Background: an optimization exercise with open tools, aiming at small area and a short achievable clock period. Do not read the settings as production practice. Only the layout flow was run in this run; the RTL was not checked for function there. Power figures rest on the tool's default switching activity, not on a simulated workload.

===== design/flow/design.v =====
module if_npc_btb (
   input  logic        cpu_clk,
   input  logic        cpu_rstn,
   input  logic [31:0] pc,
   input  logic        if_valid,
   output logic        pred_taken,
   output logic [31:0] pred_target,
   output logic [31:0] npc,
   input  logic        ex_valid,
   input  logic [31:0] ex_pc,
   input  logic        ex_taken,
   input  logic [31:0] ex_target,
   input  logic        ex_pred_taken,
   input  logic [31:0] ex_pred_target,
   output logic        pred_error,
   output logic        jump_taken,
   output logic [31:0] mispred_cnt
);
   logic [15:0] r_valid;
   logic [1:0]  r_ctr    [16];
   logic [25:0] r_tag    [16];
   logic [29:0] r_target [16];
   logic [31:0] r_mispred_cnt;
   logic [15:0] w_sel, w_ex_sel;
   logic [25:0] w_rd_tag, w_ex_rd_tag;
   logic [29:0] w_rd_target;
   logic        w_rd_tk, w_ex_rd_valid;
   logic [1:0]  w_ex_rd_ctr;
   logic [15:0] w_tk;
   assign w_tk = r_valid & {r_ctr[15][1], r_ctr[14][1], r_ctr[13][1], r_ctr[12][1],
                            r_ctr[11][1], r_ctr[10][1], r_ctr[9][1],  r_ctr[8][1],
                            r_ctr[7][1],  r_ctr[6][1],  r_ctr[5][1],  r_ctr[4][1],
                            r_ctr[3][1],  r_ctr[2][1],  r_ctr[1][1],  r_ctr[0][1]};
   always_comb for (int e = 0; e < 16; e++) begin
      w_sel[e]    = (pc[5:2] == 4'(e));
      w_ex_sel[e] = (ex_pc[5:2] == 4'(e));
   end
   logic [16*58-1:0] w_pc_rd_in;
   logic [16*29-1:0] w_ex_rd_in;
   always_comb for (int e = 0; e < 16; e++) begin
      w_pc_rd_in[e*58 +: 58] = {w_tk[e], r_target[e], r_tag[e]};
      w_ex_rd_in[e*29 +: 29] = {r_valid[e], r_ctr[e], r_tag[e]};
   end
   btb_rdmux #(58) u_pc_rd (.sel(w_sel), .d(w_pc_rd_in), .q({w_rd_tk, w_rd_target, w_rd_tag}));
   btb_rdmux #(29) u_ex_rd (.sel(w_ex_sel), .d(w_ex_rd_in), .q({w_ex_rd_valid, w_ex_rd_ctr, w_ex_rd_tag}));
   logic [31:0] w_pc_plus4, w_alt;
   assign w_pc_plus4 = pc + 32'd4;
   assign pred_taken = cpu_rstn & if_valid & w_rd_tk & (w_rd_tag == pc[31:6]);
   assign pred_error = cpu_rstn & ex_valid &
                       ((ex_taken != ex_pred_taken) |
                        (ex_taken & (ex_target != ex_pred_target)));
   assign jump_taken = cpu_rstn & ex_valid & ex_taken & ~pred_error;
   assign w_alt      = pred_error ? (ex_taken ? ex_target : (ex_pc + 32'd4)) : w_pc_plus4;
   assign pred_target = pred_taken ? {w_rd_target, 2'b00} : w_pc_plus4;
   assign npc         = (pred_taken & ~pred_error) ? {w_rd_target, 2'b00} : w_alt;
   logic       w_ex_hit, w_ctr_we, w_ent_we;
   logic [1:0] w_ctr_nxt;
   assign w_ex_hit = w_ex_rd_valid & (w_ex_rd_tag == ex_pc[31:6]);
   assign w_ctr_we = cpu_rstn & ex_valid & (w_ex_hit | ex_taken);
   assign w_ent_we = cpu_rstn & ex_valid & ex_taken;
   always_comb begin
      if (!w_ex_hit)
         w_ctr_nxt = 2'b10;
      else if (ex_taken)
         w_ctr_nxt = (w_ex_rd_ctr == 2'b11) ? 2'b11 : w_ex_rd_ctr + 2'd1;
      else
         w_ctr_nxt = (w_ex_rd_ctr == 2'b00) ? 2'b00 : w_ex_rd_ctr - 2'd1;
   end
   always_ff @(posedge cpu_clk or negedge cpu_rstn) begin
      if (!cpu_rstn)
         r_valid <= '0;
      else
         r_valid <= r_valid | (w_ex_sel & {16{w_ent_we}});
   end
   always_ff @(posedge cpu_clk) begin
      for (int e = 0; e < 16; e++) begin
         if (w_ex_sel[e] && w_ctr_we) r_ctr[e] <= w_ctr_nxt;
         if (w_ex_sel[e] && w_ent_we) begin
            r_tag[e]    <= ex_pc[31:6];
            r_target[e] <= ex_target[31:2];
         end
      end
   end
   always_ff @(posedge cpu_clk or negedge cpu_rstn) begin
      if (!cpu_rstn)
         r_mispred_cnt <= 32'd0;
      else if (pred_error)
         r_mispred_cnt <= r_mispred_cnt + 32'd1;
   end
   assign mispred_cnt = r_mispred_cnt;
endmodule
module btb_rdmux #(parameter int W = 1) (
   input  logic [15:0]  sel,
   input  logic [16*W-1:0] d,
   output logic [W-1:0] q
);
   always_comb begin
      q = '0;
      for (int e = 0; e < 16; e++) q = q | ({W{sel[e]}} & d[e*W +: W]);
   end
endmodule

===== design/flow/run.sh =====
#!/bin/bash
# synth_recipe.tcl (not shown) runs the flow's synth.tcl, then flattens the netlist and writes it again
# the make line also repeats each setting of config.mk as NAME=value (left out here)
make -C /OpenROAD-flow-scripts/flow DESIGN_CONFIG=/design/flow/config.mk WORK_HOME=/design/flow/orfs CLKGATE_MAP_FILE= SYNTH_SCRIPT=/design/flow/synth_recipe.tcl finish

===== design/flow/config.mk =====
export PLATFORM = sky130hd
export DESIGN_NAME = if_npc_btb
export DESIGN_NICKNAME = if_npc_btb
export VERILOG_FILES = /design/flow/design.v
export SDC_FILE = /design/flow/constraint.sdc
export NUM_CORES = 4
export LEC_CHECK = 0
export CAP_MARGIN = 20
export CORE_MARGIN = 2
export CORE_UTILIZATION = 40
export SETUP_SLACK_MARGIN = 1.5
export SLEW_MARGIN = 20
export SYNTH_HIERARCHICAL = 1

===== design/flow/constraint.sdc =====
create_clock -name core_clock -period 6.5 [get_ports {cpu_clk}]
set_input_delay 1.3000 -clock core_clock [delete_from_list [all_inputs] [get_ports {cpu_clk}]]
set_output_delay 1.3000 -clock core_clock [all_outputs]
set_load 0.01 [all_outputs]

==> impl_metrics.tcl <==
set metrics [dict create \
    place_ws_ns -0.4713 \
    root_buffer "clkbuf_16" \
    ios 233 \
    combPwrFrac_pct 9.7 \
    seq_area_sq_um 29070 \
    via_count 30250 \
    avgSynthCellArea_sq_um 15.99 \
    grt_pass1_vias 29430 \
    fin_util_pct 52.25 \
    final_antenna_net_count 0 \
    clkPwrFrac_pct 40.8 \
    grt_setup_unrepaired "yes" \
    cts_buffer_depth 3 \
    hold_viol 0 \
    max_freq_mhz 159.0 \
    cp_max_fo 10 \
    track_usage_pct 29.97 \
    via_per_inst 6.511 \
    cp-start-kind "input port" \
    cp_data_required_time_ns 5.20 \
    grt_max_degree 58 \
    worst_pin_slew_ns 1.161 \
    status "timing/DRC/antenna clean" \
    grt_antenna_before_repair 6 \
    portBuffers 232 \
    slew-limit-headroom_pct 22.61 \
    internal-power_mw 10.83 \
    dp_hpwl_um 103300 \
    clk_pin_slew_ns 0.06 \
    setup_viol 0 \
    grt_pass1_wl_um 224600 \
    cts_tree "yes" \
    multi_input_area_sq_um 12390 \
    finClkSkew_ns 0.02524 \
    slew_violations 0 \
    die_w_um 324.6 \
    avgRoutedWirePerCell_um 34.94 \
    crit_path_end_kind "primary output" \
    gp_congestion 0.9513 \
    nFillCells 8352 \
    peakVddDrop_mv 0.2043 \
    hold_class "flip-flop to flip-flop" \
    netSwitchingFraction_pct 23.52 \
    power_density_nw_per_um2 266.1 \
    die_area_sq_um 105300 \
    fp.dieH_um 324.6 \
    crit_type "input port to primary output" \
    fin_ws_ns 0.2090 \
    p_leak_nw 18.47 \
    clkLatencyLatePin_ns 0.69 \
    power.total_mw 14.17 \
    drv_cap 0 \
    period_minus_slack_ns 6.291 \
    firstDrtPassIters 6 \
    wl_um 162300 \
    drive_above_1_share_pct 28.85 \
    fin_crit_sh_pct 96.79 \
    htreeDepth 3 \
    arrival_ns 4.99 \
    hold_buffers 0 \
    cts_buffers 101 \
    syn-num-nets 2714 \
    grt_overflow 0 \
    ys_warn_count 13 \
    syn_area_sq_um 41100 \
    rows 117 \
    p_sw_mw 3.331 \
    setup_tns_ns 0 \
    synthToLayoutAreaGrowth_pct 29.52 \
    remaining_drc_errors 0 \
    drtIter0Drc 4936 \
    core_sq_um 101900 \
    cts.sinks 976 \
    synthCells 2571 \
    p_seq_share_pct 49.5 \
    initial_core_util_pct 40.34 \
    nNetsFinal 3336 \
]
layer usage:
layer	GRT usage (%)	vias up	share of wire (%)
met4	14.73	2	5.6
met1	40.07	15340	37
met5	0	-	0.0049
met2	45.63	2378	45
li1	-	12110	-
met3	7.548	422	12
registers in the layout, summed over array words and instances (netlist names):
name and count:
r_tag 416, r_target 480, r_valid 16, r_ctr 32, r_mispred_cnt 32
final timing paths:
check | start | end | slack (ns) | cells past startpoint
worst max register to register | r_tag[5][11]$_DFFE_PP_ | r_ctr[15][1]$_DFFE_PP_ | 3.10 | 11
worst max-delay path | pc[3] | npc[14] | 0.21 | 17
max in group asynchronous | cpu_rstn | r_mispred_cnt[10]$_DFFE_PN0N_ | 5.04 | 2
worst min-delay path | r_mispred_cnt[31]$_DFFE_PN0N_ | r_mispred_cnt[31]$_DFFE_PN0N_ | 0.47 | 1
min in group asynchronous | cpu_rstn | r_valid[5]$_DFF_PN0_ | 0.98 | 2
worst min register to register | r_mispred_cnt[31]$_DFFE_PN0N_ | r_mispred_cnt[31]$_DFFE_PN0N_ | 0.47 | 1
critical path, cell delays in order:
cell	delay, ns
buf_6	0.09
inv_2	0.06
ha_4	0.20
and2_2	0.44
buf_4	0.25
a221oi_2	0.31
nand4_1	0.28
xor2_1	0.25
nor4_1	0.33
nand4_1	0.19
nor2_4	0.19
buf_12	0.15
buf_12	0.12
buf_16	0.12
mux2_4	0.30
mux2_4	0.27
buf_6	0.12
metrics by stage:
step	hold WS [ns]	instances	cell area, sq um
2_1_floorplan	0.4544	2571	41920
3_5_place_dp	0.4686	4355	48200
6_report	0.4719	4646	53240
4_1_cts	0.4795	4634	52890
5_1_grt	0.5088	4643	53230
3_3_place_gp	0.4595	4353	48160
cell type report:
type | instances | area share, %
inverters | 36 | 0.2844
clock inverters | 59 | 1.116
multi-input cells | 1394 | 23.28
diodes | 3 | 0.01410
clock buffers | 126 | 4.980
flip-flops and latches | 976 | 54.60
repair buffers | 684 | 12.51
well taps | 1368 | 3.215
layout by cell type, fill, tap and decap left out, types with 16 or more instances in the layout:
cell and count:
inv_1 27, clkbuf_1 22, or2_2 16, nor3_1 19, buf_4 349, mux2_4 46, nor4_1 21, clkdlybuf4s50_1 144
nand4_1 120, a221oi_1 251, and2_1 21, clkbuf_16 101, xor2_1 94, clkinv_1 25, buf_12 59, o21ai_0 22
dfrtp_1 48, nand3_1 35, nor2_1 23, xnor2_1 65, edfxtp_1 928, clkinv_2 17, buf_2 24, nand2_1 50
a221oi_2 90, a22o_1 344, buf_6 79, nor2_4 20
what timing repair did:
| action | in CTS | in global routing |
|---|---|---|
| buffers inserted | 81 | 9 |
| gates cloned | 13 | 0 |
| resized for setup | 452 | 56 |
| setup endpoints to repair | 131 | 121 |
| pin swaps | 55 | 27 |
power by group through the flow:
| stage | Sequential (mW) | Clock [mW] | Combinational, mW |
|---|---|---|---|
| 6_report | 7.01 | 5.77 | 1.38 |
| 5_1_grt | 7.02 | 6.05 | 1.42 |
| 4_1_cts | 7.01 | 5.81 | 1.33 |
| 3_5_place_dp | 7.14 | 0 | 1.25 |
| 3_3_place_gp | 7.14 | 0 | 1.24 |
| 2_1_floorplan | 7.14 | 0 | 0.504 |

[afterwards: timing with drivers on the ports]
In the flow no input, the clock included, has a driving cell. The finished layout below was timed again as built, in two steps.
Step 1 assumes that a clkbuf_16 drives the clock port and a buf_2 every other input.
Step 2 adds t to the input delays and takes it off the output delays; t is the mean of the earliest and latest rising clock arrival at the registers after step 1. Input paths then give back, and output paths get back, about the clock's delay inside the block.
Three values: ideal, step 1, step 2; two values: the first two.
shift t [ns]: 0.748
setup WS [ns]: 0.209 / 0.150 / 0.150
hold slack, ns: 0.472 / 0.472 / 0.472
worst slew at a driven data input, ns: 0.09
pins driven straight from the clock port: 1
After both steps this run still meets setup and hold. For this run, drivers alone change the setup slack by -0.059 ns; drivers and shift together by -0.059 ns.
